Context: an optimization exercise on an open-source flow, tuned for small area, a short achievable clock period and few clock cycles per item. The choices shown serve that exercise and are no tape-out recipe.
In this exercise RTL edits were held to simulation tests only and were not proved equivalent to the original.
No activity file was given, so power comes from the tool's default toggle rates.

Design mm_top, start of the top module:
module mm_top
(
  input  logic        clk_i,
  input  logic        rst_i,
  input  logic        in_valid_i,
  input  logic [35:0] in_beat_i,
  output logic        in_ready_o,
  output logic        z_valid_o,
  output logic [79:0] z_o,
  input  logic        z_ready_i,
  output logic        busy_o
);
Size in the first run: ~2,300 cells after synthesis, roughly 590 flip-flops, about 120 I/O pins, ~0.028 mm2 of cells after synthesis.
==> flow/config.mk <==
export PLATFORM = sky130hd
export DESIGN_NAME = mm_top
export DESIGN_NICKNAME = mm_top
export VERILOG_FILES = /design/flow/design.v
export SDC_FILE = /design/flow/constraint.sdc
export NUM_CORES = 4
export LEC_CHECK = 0
export CAP_MARGIN = 20
export CORE_MARGIN = 2
export CORE_UTILIZATION = 42
export CTS_CLUSTER_DIAMETER = 110
export CTS_CLUSTER_SIZE = 26
export SETUP_SLACK_MARGIN = 4.35
export SLEW_MARGIN = 20
==> flow/constraint.sdc <==
create_clock -name core_clock -period 7.0 [get_ports {clk_i}]
set_input_delay 1.4000 -clock core_clock [delete_from_list [all_inputs] [get_ports {clk_i}]]
set_output_delay 1.4000 -clock core_clock [all_outputs]
set_load 0.01 [all_outputs]
standard.sh (not shown) runs the stock make flow with config.mk's settings and CLKGATE_MAP_FILE= SYNTH_SCRIPT=/design/flow/synth_recipe.tcl, a recipe that flattens the netlist after the stock synthesis.
==> flow/flow/run.sh <==
#!/bin/bash
# Layout with the standard flow; the only change is the port buffers:
# every input and output port still gets one, but as buf_1 rather than the
# delay cell the flow's default choice picks.
set -euo pipefail
export BUFFER_PORTS_ARGS="-buffer_cell sky130_fd_sc_hd__buf_1"
bash standard.sh synth > synth.log 2>&1
bash standard.sh > layout.log 2>&1
The first run completed without violations.
Testbench counts at the start, summed over its fixed seeds: cycles 3,136, jobs 512.
==> next run, changes <==
Settings changed: CORE_UTILIZATION 42 to 48, SETUP_SLACK_MARGIN 4.35 to 4.4.
Total power rises by about 1.6%.
Die area came out lower by about 12%.
Fmax falls by about 0.44%.
Wire length is about the same.
Critical path depth climbs by 2.
Area after synthesis stays the same.
Cell area came out higher by 0.42%.
==> next run, changes <==
Settings changed: CORE_UTILIZATION 48 to 44.
=> Worst setup slack improves by 0.037 ns; cell area is about the same; global-route usage decreases by 1.2 points; sequential power barely changes; total power fell by 1.9%; clock skew goes up by 0.012 ns; maximum frequency increases by 1.4%; utilization is lower by 4.4 points.
==> next run, changes <==
==> flow/run.sh (new file) <==
#!/bin/bash
# synth_recipe.tcl (not shown) runs the flow's synth.tcl, then flattens the netlist and writes it again
# the make line also repeats each setting of config.mk as NAME=value (left out here)
make -C /OpenROAD-flow-scripts/flow DESIGN_CONFIG=/design/flow/config.mk WORK_HOME=/design/flow/orfs CLKGATE_MAP_FILE= SYNTH_SCRIPT=/design/flow/synth_recipe.tcl finish
Settings changed: CORE_UTILIZATION 44 to 40, SETUP_SLACK_MARGIN 4.4 to 4.2.
removed: flow/flow/run.sh
removed: flow/standard.sh
After rerunning: Worst setup slack got worse by 0.18 ns; power increases by about 3%; non-clock buffer count decreases by 15.


Starting RTL as in the previous note.
clock: 7.0 ns
lec_check: 0
cap_margin: 20
core_margin: 2
core_utilization: 40
cts_cluster_diameter: 110
cts_cluster_size: 26
setup_slack_margin: 4.3
slew_margin: 20
==> flow/flow/run.sh <==
#!/bin/bash
# Layout with the standard flow; the only change is the port buffers:
# every input and output port still gets one, but as buf_1 rather than the
# delay cell the flow's default choice picks.
set -euo pipefail
export BUFFER_PORTS_ARGS="-buffer_cell sky130_fd_sc_hd__buf_1"
bash standard.sh synth > synth.log 2>&1
bash standard.sh > layout.log 2>&1
The first run produced a clean layout.
Testbench counts at the start, summed over its fixed seeds: cycles 3,136, jobs 512.
Rerun with:
Settings changed: CORE_UTILIZATION 40 to 56, SETUP_SLACK_MARGIN 4.3 to 4.35.
- die area shrinks by about 28%
- first-iteration DRC count grows by 8.9%
- cell count shrinks by 6.4%
- register-to-register slack gets worse by 0.06 ns
Rerun with:
Settings changed: CORE_UTILIZATION 56 to 40, CTS_BUF_LIST set to sky130_fd_sc_hd__clkbuf_8, CTS_CLUSTER_DIAMETER 110 to 90, CTS_CLUSTER_SIZE 26 to 20.
After rerunning: The changed run passed the timing, design-rule and antenna checks. Via count climbs slightly. First-iteration DRC count drops by about a fifth. Cell count climbs by a little under a tenth. Setup slack gains 0.011 ns. Cell area is about the same. Maximum frequency climbs slightly. Register-to-register slack gains 0.09 ns. Wire length climbs slightly. Sequential cell count does not change. Core utilization drops by 18 points.
Rerun with:
Settings changed: CAP_MARGIN 20 to 10, CTS_BUF_LIST sky130_fd_sc_hd__clkbuf_8 to not set, CTS_CLUSTER_DIAMETER 90 to 110, CTS_CLUSTER_SIZE 20 to 26, SLEW_MARGIN 20 to 10.
The new run produced a clean layout.
Final area increases slightly.
Hold slack gets worse by 0.0052 ns.
Setup slack gets worse by 0.15 ns.
Routed wire length hardly moves.
Register-to-register slack gets worse by 0.10 ns.
Combinational power hardly moves.
Utilization increases by 0.16 points.
Die area is unchanged.
Global-route usage hardly moves.
Maximum frequency decreases by a few percent.
Count of clock-buffer cells in the layout increases by 7.
Rerun with:
Settings changed: CAP_MARGIN 10 to 20, CORE_UTILIZATION 40 to 44, SLEW_MARGIN 10 to 20.
=>
- The changed run went through all stages and came out clean
- utilization increases by 4.8 points
- hold slack is about the same
- first-iteration DRC count decreases by roughly a tenth
- cell count decreases slightly
- non-clock buffer count increases by 8
- clock power stays flat
- sequential cell count does not change
- power barely changes
- routed wire length decreases slightly
- die area decreases by a little under a tenth


Another version of the RTL of mm_top (not shown whole).
For scale: roughly 2,300 cells after synthesis, about 600 flip-flops, roughly 120 I/O pins, ~0.028 sq mm of cells after synthesis.
clock: 7.0 ns
lec_check: 0
cap_margin: 20
core_margin: 2
core_utilization: 40
cts_cluster_diameter: 110
cts_cluster_size: 26
setup_slack_margin: 4.2
slew_margin: 20
==> flow/flow/run.sh <==
#!/bin/bash
# Layout with the standard flow; the only change is the port buffers:
# every input and output port still gets one, but as buf_2 rather than the
# delay cell the flow's default choice picks.
set -euo pipefail
export BUFFER_PORTS_ARGS="-buffer_cell sky130_fd_sc_hd__buf_2"
bash standard.sh synth > synth.log 2>&1
bash standard.sh > layout.log 2>&1
The first run finished clean.
Testbench counts at the start, summed over its fixed seeds: cycles 3,136, jobs 512.
Change:
==> flow/run.sh (new file) <==
#!/bin/bash
# synth_recipe.tcl (not shown) runs the flow's synth.tcl, then flattens the netlist and writes it again
# the make line also repeats each setting of config.mk as NAME=value (left out here)
make -C /OpenROAD-flow-scripts/flow DESIGN_CONFIG=/design/flow/config.mk WORK_HOME=/design/flow/orfs CLKGATE_MAP_FILE= SYNTH_SCRIPT=/design/flow/synth_recipe.tcl finish
- ABC_CLOCK_PERIOD_IN_PS: unset -> 1000
- CTS_CLUSTER_DIAMETER: 110 -> unset
- CTS_CLUSTER_SIZE: 26 -> unset
- SETUP_SLACK_MARGIN: 4.2 -> 4.5
removed: flow/flow/run.sh
removed: flow/standard.sh
=> Routed wire length is higher by 7.3%. Die area does not change. Worst setup slack gets better by 0.074 ns. Clock skew drops by 0.017 ns. Non-clock buffer count is higher by 45. Global-route usage is higher by 1.3 points. Clock-buffer cell count rises by 43. Clock power climbs by 69%. Core utilization climbs by 3.6 points. Fmax grows by 2.7%. Design area is higher by 8.1%.


## build 83
Starting RTL as in the previous note.
==> flow/design.v (excerpt) <==
module mm_top
(
  input  logic        clk_i,
  input  logic        rst_i,
  input  logic        in_valid_i,
  input  logic [35:0] in_beat_i,
  output logic        in_ready_o,
  output logic        z_valid_o,
  output logic [79:0] z_o,
  input  logic        z_ready_i,
  output logic        busy_o
);
Settings: LEC_CHECK=0, CAP_MARGIN=20, CORE_MARGIN=2, CORE_UTILIZATION=40, SETUP_SLACK_MARGIN=3.9, SLEW_MARGIN=20; clock period 7.0 ns.
run.sh (not shown) runs the stock make flow with config.mk's settings and CLKGATE_MAP_FILE= SYNTH_SCRIPT=/design/flow/synth_recipe.tcl, a recipe that flattens the netlist after the stock synthesis.
Stock flow here: none of the scripts above is used.
Testbench counts of build 83, summed over its fixed seeds: cycles 3,136, jobs 512.
Modified inputs, trial 75 compared to build 83
- a change of SETUP_SLACK_MARGIN from 3.9 to 4.2
- an added CTS_CLUSTER_DIAMETER of 110
- an added CTS_CLUSTER_SIZE of 26
Findings:
- On area added between synthesis and finish: between build 83 and trial 75, it ends up higher for build 83.
- Re synthesized instance count: no difference whatsoever between build 83 and trial 75.
- Between build 83 and trial 75, largest fanout on the critical path is higher for build 83, trial 75 comes in under that.
- Comparing trial 75 with build 83, the total detailed-routing wirelength came out essentially unchanged.


== the reference run ==
Another version of the RTL of mm_top (not shown whole).
For scale: roughly 1700 cells after synthesis, about 0.025 mm² of cells after synthesis.
export LEC_CHECK = 0
export ABC_CLOCK_PERIOD_IN_PS = 2600
export CAP_MARGIN = 20
export CORE_MARGIN = 2
export CORE_UTILIZATION = 40
export SETUP_SLACK_MARGIN = 4.4
export SLEW_MARGIN = 20
create_clock -name core_clock -period 7.0 [get_ports {clk_i}]
The reference run finished end to end and its layout was clean on timing, DRC and antenna.
Testbench counts of the reference run, summed over its fixed seeds: cycles 3,136, jobs 512.
--- input diff the reference run..the trial run ---
Settings: ABC_CLOCK_PERIOD_IN_PS: 2600 -> unset; SETUP_SLACK_MARGIN: 4.4 -> unset.
--- outcome ---
- In the trial run, the buffer count excluding the clock tree in the final layout came out 50% below the value in the reference run.
- The clock network power share number comes out lower for the trial run vs the reference run.
- Against the reference run, fmax in the trial run came out worse.
- Proportion of cell area spent on the clock network: the trial run > the reference run
- The trial run vs. the reference run: final critical delay including setup and external delays went up by 0.99 ns.
- On delay of the slowest critical-path stage: the trial run sits above the reference run.
- Cell area after placement in the trial run is 3.7% lower than in the reference run
- Utilization ended up 6.7 points lower on the trial run than on the reference run.
- Summary — critical path buffer and inverter count, the trial run relative to the reference run: lower, by 2.


Setup of run A:
mm_top with an RTL version that a note above also has.
Size: ~600 flip-flops, about 120 I/O pins, about 28000 um2 of cells after synthesis.
Design mm_top, start of the top module:
module mm_top
(
  input  logic        clk_i,
  input  logic        rst_i,
  input  logic        in_valid_i,
  input  logic [35:0] in_beat_i,
  output logic        in_ready_o,
  output logic        z_valid_o,
  output logic [79:0] z_o,
  input  logic        z_ready_i,
  output logic        busy_o
);
clock: 7.0 ns
lec_check: 0
cap_margin: 20
core_margin: 2
core_utilization: 55
cts_cluster_diameter: 90
cts_cluster_size: 24
setup_slack_margin: 4.5
slew_margin: 20
Testbench counts of run A, summed over its fixed seeds: cycles 3,136, jobs 512.
Changes in run B relative to run A:
- removing CTS_CLUSTER_DIAMETER (formerly 90)
- setting CTS_BUF_LIST to sky130_fd_sc_hd__clkbuf_4 sky130_fd_sc_hd__clkbuf_8 for the first time
- changing CTS_CLUSTER_SIZE from 24 to 20
Notes after the runs:
- In summary, run B completed successfully, with a layout that passed the timing, design-rule and antenna checks.
- Compared with run A, the router placed more vias in run B.
- Cell area went up by a few percent going from run A to run B.
- Run B vs. run A: global-route wire length before repair went up by about 2%.
- Run B ended with less initial antenna violation count than run A.
Inputs modified between run B and run C:
- an added CTS_CLUSTER_DIAMETER of 110
- a change of CTS_CLUSTER_SIZE from 20 to 26
- a change of CORE_UTILIZATION from 55 to 40
- a change of SETUP_SLACK_MARGIN from 4.5 to 4.35
- a deleted CTS_BUF_LIST that had been sky130_fd_sc_hd__clkbuf_4 sky130_fd_sc_hd__clkbuf_8
- Run C went all the way through synthesis, placement and routing and the layout is clean on timing, DRC and antenna.
- Run B finished every step from synthesis to the final layout, and the layout passed the timing, design-rule and antenna checks.
- In the reports for run B and run C, the larger total placed instance area belongs to run C.
- Status: storage element area parity (run B, run C)
- Relative to run B, the final cell area reported for run C is lower.
Inputs modified between run C and run D:
- clearing CTS_CLUSTER_DIAMETER, which used to be 110
- swapping 4.35 for 4.5 in SETUP_SLACK_MARGIN
- clearing CTS_CLUSTER_SIZE, which used to be 26
[summary]
- Between run D and run C, it is run D whose met3 track demand over resource is higher, by 0.40 points.
- Worst hold-check slack: run D vs run C down 0.0058 ns
- Run D vs run C, setup slack went up by 0.027 ns.
- Between run C and run D, the minimum clock period after layout is higher for run C.
- Sort run C and run D by slew of the pin with the lowest slew margin, ascending, and run C comes first.
- Between run D and run C, it is run D whose post-route cell area is higher, by about 5.6%.
- Proportion of cell area occupied by multi-input gates in run D is 0.94 points below run C.
- Est. power | run D vs run C | run D higher
> inputs changed (run D -> run E)
- CTS_CLUSTER_SIZE newly set to 26
- CTS_CLUSTER_DIAMETER newly set to 110
- SETUP_SLACK_MARGIN changed from 4.5 to 4.2
==> flow/flow/run.sh (new file) <==
#!/bin/bash
# Layout with the standard flow; the only change is the port buffers:
# every input and output port still gets one, but as buf_1 rather than the
# delay cell the flow's default choice picks.
set -euo pipefail
export BUFFER_PORTS_ARGS="-buffer_cell sky130_fd_sc_hd__buf_1"
bash standard.sh synth > synth.log 2>&1
bash standard.sh > layout.log 2>&1
==> flow/standard.sh (new file) <==
#!/bin/bash
# synth_recipe.tcl (not shown) runs the flow's synth.tcl, then flattens the netlist and writes it again
# the make line also repeats each setting of config.mk as NAME=value (left out here)
make -C /OpenROAD-flow-scripts/flow DESIGN_CONFIG=/design/flow/config.mk WORK_HOME=/design/flow/orfs CLKGATE_MAP_FILE= SYNTH_SCRIPT=/design/flow/synth_recipe.tcl "${@:-finish}"
removed: flow/run.sh
Findings:
Between run D and run E, the post-route fraction of the period consumed by the critical path is higher for run E.
The higher actual slew at the worst max-slew pin of run D and run E is in run E.
Worst-path cell with the longest stage delay = sky130_fd_sc_hd__fa_1: run E; worst-path cell with the longest stage delay = sky130_fd_sc_hd__fa_2: run D
Relative to run D, length in cells of the worst reg-to-reg path has gone up in run E.
End of the critical path = i_z_buffer.z_q[66]: run E; end of the critical path = i_z_buffer.z_q[74]: run D
Comparing run D and run E, the lower sequential fraction of total cell area was measured on run D.
The higher smallest setup slack after layout came out of run D.
Inputs modified between run E and run F:
- clearing CTS_CLUSTER_SIZE, which used to be 26
- clearing CTS_CLUSTER_DIAMETER, which used to be 110
==> flow/flow/run.sh <==
#!/bin/bash
# Layout with the standard flow; the only change is the port buffers:
# every input and output port still gets one, but as buf_2 rather than the
# delay cell the flow's default choice picks.
set -euo pipefail
export BUFFER_PORTS_ARGS="-buffer_cell sky130_fd_sc_hd__buf_2"
bash standard.sh synth > synth.log 2>&1
bash standard.sh > layout.log 2>&1
Results
- On run F: post-route worst hold slack is 0.0042 ns lower than what run E gave.
- Run F consumes more power than run E does.
- Comparing count of buffering cells on the critical path with inverters included for run E and run F, the smaller number came from run F.
- Run F closes out successfully: all stages finished, all timing, DRC and antenna checks passed.
- Run F: number of buffers other than clock buffers in the final layout is about 1.2% lower than what run E reported.
- Run E and run F ended up with nearly the same area of combinational cells with multiple inputs.
- On final worst-path setup slack, the higher figure sits with run F, not run E.
- Per the comparison of run F with run E, flip-flop and latch share of the layout cell area shrank by 2.2 points, number of clock buffers in the layout has increased.
- Wire: run F routes more than run E
- Sort run E and run F by number of filler instances in the final layout asc -> top: run F


RTL: one of the versions met above, not the one the previous note started from.
For scale: roughly 2300 cells after synthesis, ~590 flip-flops, ~28000 um^2 of cells after synthesis.
Settings: LEC_CHECK=0, CAP_MARGIN=20, CORE_MARGIN=2, CORE_UTILIZATION=40, CTS_CLUSTER_DIAMETER=110, CTS_CLUSTER_SIZE=26, SETUP_SLACK_MARGIN=4.35, SLEW_MARGIN=20; clock period 7.0 ns.
standard.sh (not shown) runs the stock make flow with config.mk's settings and CLKGATE_MAP_FILE= SYNTH_SCRIPT=/design/flow/synth_recipe.tcl, a recipe that flattens the netlist after the stock synthesis.
==> flow/flow/run.sh <==
#!/bin/bash
# Layout with the standard flow; the only change is the port buffers:
# every input and output port still gets one, but as buf_1 rather than the
# delay cell the flow's default choice picks.
set -euo pipefail
export BUFFER_PORTS_ARGS="-buffer_cell sky130_fd_sc_hd__buf_1"
bash standard.sh synth > synth.log 2>&1
bash standard.sh > layout.log 2>&1
The first run completed without violations.
Testbench counts at the start, summed over its fixed seeds: cycles 3,136, jobs 512.
Edit:
- GPL_ROUTABILITY_DRIVEN: not set -> 0
Count of clock-buffer cells in the layout is higher by 1.
Final area is higher by about 0.6%.
Hold slack loses 0.0040 ns.
Total power is higher by about 3%.
Die area does not change.
Global-route usage is higher by 0.15 points.
Edit:
==> flow/run.sh (new file) <==
#!/bin/bash
# synth_recipe.tcl (not shown) runs the flow's synth.tcl, then flattens the netlist and writes it again
# the make line also repeats each setting of config.mk as NAME=value (left out here)
make -C /OpenROAD-flow-scripts/flow DESIGN_CONFIG=/design/flow/config.mk WORK_HOME=/design/flow/orfs CLKGATE_MAP_FILE= SYNTH_SCRIPT=/design/flow/synth_recipe.tcl finish
- GPL_ROUTABILITY_DRIVEN: 0 -> not set
removed: flow/flow/run.sh
removed: flow/standard.sh
Outcome: Die area does not change; cell area rises by 1.9%; worst setup slack is better by 0.035 ns.
Edit:
- SETUP_SLACK_MARGIN: 4.35 -> 4.45
Effect: Synthesized area stays the same. Total power hardly moves. Final area goes up slightly. Global-route usage goes up by 0.21 points. Routed wire length goes up slightly.

## afterwards: timing with drivers on the ports
In the flow no input, the clock included, has a driving cell. The finished layouts below were timed again as built, in two steps.
Step 1 (the two cells are an assumption about what drives the block):
set clk [get_ports {clk_i}]
set_driving_cell -lib_cell sky130_fd_sc_hd__clkbuf_16 $clk
set_driving_cell -lib_cell sky130_fd_sc_hd__buf_2 [delete_from_list [all_inputs] $clk]
Step 2, shift: input delay + t, output delay - t, t = (earliest + latest rising clock arrival at the registers) / 2. This alone moves slack from input paths to output paths.
Slacks: ideal ports / drivers / drivers and shift; pairs: ideal ports / drivers.
| run | shift t [ns] | setup slack, ns | worst register clock-pin slew, ns | worst slew at a driven data input, ns |
|---|---|---|---|---|
| the first run of note 1 | 0.663 | 4.378 / 4.383 / 3.755 | 0.11 / 0.11 | 0.04 |
| the second run of note 1 | 0.671 | 4.366 / 4.366 / 3.794 | 0.11 / 0.11 | 0.04 |
| the third run of note 1 | 0.659 | 4.403 / 4.378 / 3.871 | 0.11 / 0.11 | 0.05 |
| the fourth run of note 1 | 0.671 | 4.218 / 4.244 / 3.585 | 0.11 / 0.11 | 0.03 |
| the first run of note 2 | 0.658 | 4.293 / 4.331 / 3.673 | 0.11 / 0.11 | 0.05 |
| the second run of note 2 | 0.658 | 4.283 / 4.283 / 3.724 | 0.12 / 0.12 | 0.03 |
| the third run of note 2 | 0.684 | 4.294 / 4.328 / 3.644 | 0.13 / 0.13 | 0.05 |
| the fourth run of note 2 | 0.659 | 4.144 / 4.183 / 3.524 | 0.11 / 0.11 | 0.05 |
| the fifth run of note 2 | 0.656 | 4.400 / 4.380 / 3.791 | 0.11 / 0.11 | 0.05 |
| the first run of note 3 | 0.682 | 4.150 / 4.150 / 3.653 | 0.11 / 0.11 | 0.04 |
| the second run of note 3 | 0.677 | 4.224 / 4.224 / 3.749 | 0.07 / 0.07 | 0.04 |
| build 83 | 0.679 | 4.010 / 3.956 / 3.368 | 0.07 / 0.07 | 0.04 |
| trial 75 | 0.665 | 4.262 / 4.216 / 3.661 | 0.11 / 0.11 | 0.04 |
| the reference run | 0.684 | 3.797 / 3.797 / 3.797 | 0.07 / 0.07 | 0.06 |
| the trial run | 0.689 | 2.806 / 2.806 / 2.806 | 0.06 / 0.06 | 0.09 |
| run A | 0.683 | 4.071 / 4.071 / 3.753 | 0.10 / 0.10 | 0.04 |
| run B | 0.760 | 4.154 / 4.154 / 3.654 | 0.07 / 0.07 | 0.04 |
| run C | 0.661 | 4.197 / 4.197 / 3.754 | 0.11 / 0.11 | 0.04 |
| run D | 0.677 | 4.224 / 4.224 / 3.749 | 0.07 / 0.07 | 0.04 |
| run E | 0.675 | 4.075 / 4.075 / 3.712 | 0.11 / 0.11 | 0.04 |
| run F | 0.681 | 4.232 / 4.232 / 3.657 | 0.07 / 0.07 | 0.04 |
| the first run of note 7 | 0.660 | 4.364 / 4.345 / 3.814 | 0.11 / 0.11 | 0.05 |
| the second run of note 7 | 0.670 | 4.310 / 4.345 / 3.675 | 0.11 / 0.11 | 0.04 |
| the third run of note 7 | 0.665 | 4.345 / 4.345 / 3.805 | 0.10 / 0.10 | 0.03 |
| the fourth run of note 7 | 0.668 | 4.351 / 4.351 / 3.865 | 0.11 / 0.11 | 0.03 |
After both steps setup and hold are still met in every run listed. For the third run of note 2, which loses most, drivers alone change the setup slack by +0.034 ns; drivers and shift together by -0.650 ns.
